Context: an optimization exercise on an open-source flow, tuned for small area. The choices shown serve that exercise and are no tape-out recipe. Only simulation tests tie the RTL to the original design; equivalence was not proved. Power is estimated from default activity; no workload was simulated.

Setup of run A:
// rx_adc_conditioner
module rx_adc_conditioner
#(
    parameter int ADDR_DC_OFFSET_CL_EN = DEF_ADDR_DC_OFFSET_CL_EN,
    parameter int ADDR_ADC_OFFSET_0    = DEF_ADDR_ADC_OFFSET_0,
    parameter int ADDR_ADC_OFFSET_1    = DEF_ADDR_ADC_OFFSET_1,
    parameter int ADDR_ADC_OFFSET_2    = DEF_ADDR_ADC_OFFSET_2,
    parameter int ADDR_ADC_OFFSET_3    = DEF_ADDR_ADC_OFFSET_3,
    parameter int ADDR_RX_MUX          = DEF_ADDR_RX_MUX
) (
    input  logic              clock,
    input  logic              reset,
    input  logic              enable,
    input  logic [ADDR_W-1:0] serial_addr,
    input  logic [DATA_W-1:0] serial_data,
    input  logic              serial_strobe,
    input  logic [ADC_W-1:0]  rx_a_a,
    input  logic [ADC_W-1:0]  rx_b_a,
    input  logic [ADC_W-1:0]  rx_a_b,
    input  logic [ADC_W-1:0]  rx_b_b,
    output logic [31:0]       rssi_0,
    output logic [31:0]       rssi_1,
    output logic [31:0]       rssi_2,
    output logic [31:0]       rssi_3,
    output logic [SMP_W-1:0]  ddc0_in_i,
    output logic [SMP_W-1:0]  ddc0_in_q,
    output logic [SMP_W-1:0]  ddc1_in_i,
    output logic [SMP_W-1:0]  ddc1_in_q,
    output logic [SMP_W-1:0]  ddc2_in_i,
    output logic [SMP_W-1:0]  ddc2_in_q,
    output logic [SMP_W-1:0]  ddc3_in_i,
    output logic [SMP_W-1:0]  ddc3_in_q,
    output logic [3:0]        rx_numchan
);
Size in the first run: ~4,300 cells after synthesis, roughly 490 flip-flops, about 30,000 sq um of cells after synthesis.
==> flow/config.mk <==
export PLATFORM = sky130hd
export DESIGN_NAME = rx_adc_conditioner
export DESIGN_NICKNAME = rx_adc_conditioner
export VERILOG_FILES = /design/flow/design.v
export SDC_FILE = /design/flow/constraint.sdc
export NUM_CORES = 4
export LEC_CHECK = 0
export ABC_AREA = 1
export CAP_MARGIN = 20
export CORE_MARGIN = 2
export CORE_UTILIZATION = 45
export CTS_BUF_LIST = sky130_fd_sc_hd__clkbuf_16
export CTS_CLUSTER_DIAMETER = 60
export CTS_CLUSTER_SIZE = 30
export SLEW_MARGIN = 20
==> flow/constraint.sdc <==
create_clock -name core_clock -period 5.5 [get_ports {clock}]
set_input_delay 1.1000 -clock core_clock [delete_from_list [all_inputs] [get_ports {clock}]]
set_output_delay 1.1000 -clock core_clock [all_outputs]
set_load 0.01 [all_outputs]
standard.sh (not shown) runs the stock make flow with config.mk's settings and CLKGATE_MAP_FILE= SYNTH_SCRIPT=/design/flow/synth_recipe.tcl, a recipe that flattens the netlist after the stock synthesis.
==> flow/flow/run.sh <==
#!/bin/bash
# The standard layout (standard.sh) with two changes:
#  1. Synthesis runs the standard flow's own script, synth_recipe.tcl, except that Yosys's
#     extract_fa is skipped and the final ABC mapping uses flow/area.abc
#     (area mapping under a 3.0 ns delay target) instead of ORFS's script.
#     Registers, their names and cell types are those of the standard synthesis.
#  2. Every port is buffered with the smallest buffer, sky130_fd_sc_hd__buf_1.
# Each tool's full output stays in orfs/logs; make's output goes to flow.log.
set -euo pipefail
W=$PWD
cat > "$W/own_synth.tcl" <<EOS
yosys -import
proc extract_fa {args} { puts "extract_fa skipped: ABC maps the adders" }
proc abc {args} {
  set i [lsearch -exact \$args -script]
  if { \$i >= 0 } {
    set args [lreplace \$args [expr {\$i + 1}] [expr {\$i + 1}] $W/flow/area.abc]
  }
  puts "abc \$args"
  yosys abc {*}\$args
}
source $W/synth_recipe.tcl
EOS
sed "s#SYNTH_SCRIPT=[^ ]*#SYNTH_SCRIPT=$W/own_synth.tcl#" standard.sh > own_standard.sh
grep -q "SYNTH_SCRIPT=$W/own_synth.tcl" own_standard.sh
export BUFFER_PORTS_ARGS="-buffer_cell sky130_fd_sc_hd__buf_1"
bash own_standard.sh > flow.log 2>&1
==> flow/flow/area.abc <==
strash
dc2
dch
map -D 3000
buffer
upsize -D 3000
dnsize -D 3000
stime -p
#### Input delta (run B over run A)
diff --git a/flow/flow/run.sh b/flow/flow/run.sh
--- a/flow/flow/run.sh
+++ b/flow/flow/run.sh
@@ -4,3 +4,3 @@
 #     extract_fa is skipped and the final ABC mapping uses flow/area.abc
-#     (area mapping under a 3.0 ns delay target) instead of ORFS's script.
+#     (area mapping under a 3.4 ns delay target) instead of ORFS's script.
 #     Registers, their names and cell types are those of the standard synthesis.
==> flow/flow/area.abc <==
strash
dc2
dch
map -D 3400
buffer
upsize -D 3400
dnsize -D 3400
stime -p
==> comparison <==
Run B has number of fillers in the final layout below what run A had.
Going from run A to run B, data-path buffer share of cell area in the final layout grows by 0.32 points.
Between run A and run B, the cell count went down.
Wire: run B routes less than run A
From run A to run B, synthesis-stage register bit count did not move at all.
On run B: post-route core utilization is 0.83 points higher than what run A gave.
Comparing run A against run B, there is no change at all in remaining antenna violation count after routing.
Against run A, the final cell area of run B is lower.
Status: count of port buffers added during placement parity (run B, run A)
[inputs] run C vs run B
==> flow/flow/area.abc <==
strash
dc2
dch
map -D 3400
strash
dc2
dch
map -D 3400
buffer
upsize -D 3400
dnsize -D 3400
stime -p
==> summary.txt <==
- Run C: done, clean on timing, DRC and antenna
- Run C ends up with a number of non-clock buffers in the layout that is 4 higher than in run B.
- Compared with run B, run C shows worst ir drop on vdd that has gone down by more than a quarter.
- The run showing the smaller sequential fraction of total cell area is run B.
- Looking at launch point of the worst path, the g_ch[2].u_dc.lo[5] result is from run B; the g_ch[1].u_dc.lo[4] one comes from run C.
- Going from run B to run C, wire length the detailed router placed on met1 went up, worst hold slack fell 0.0074 ns.
- On register-to-register slack, run B beats run C.
- Max share of power burned in the clock network across run B and run C: run B

-- static timing again, ports no longer ideal --
Ports are ideal in the flow. The routed layouts listed here were re-timed in OpenROAD. Step 1 sets driving cells, clkbuf_16 on the clock port and buf_2 on the other inputs (assumed; they add their load-dependent delay and slew). Step 2 adds t to the input delays and takes it off the output delays; t is the mean of the earliest and latest rising clock arrival at the registers after step 1. Input paths then give back, and output paths get back, about the clock's delay inside the block. a / b / c = ideal / step 1 / step 2; a / b = the first two.
| run | shift t [ns] | slack for setup (ns) | worst setup path at the end | worst register clock-pin slew, ns | pins driven straight from the clock port |
|---|---|---|---|---|---|
| run A | 0.678 | 0.629 / 0.629 / 0.629 | register to register | 0.10 / 0.10 | 1 |
| run B | 0.666 | 0.601 / 0.601 / 0.601 | register to register | 0.10 / 0.10 | 1 |
| run C | 0.651 | 0.490 / 0.490 / 0.490 | register to register | 0.10 / 0.10 | 1 |
After both steps setup and hold are still met in every run listed.
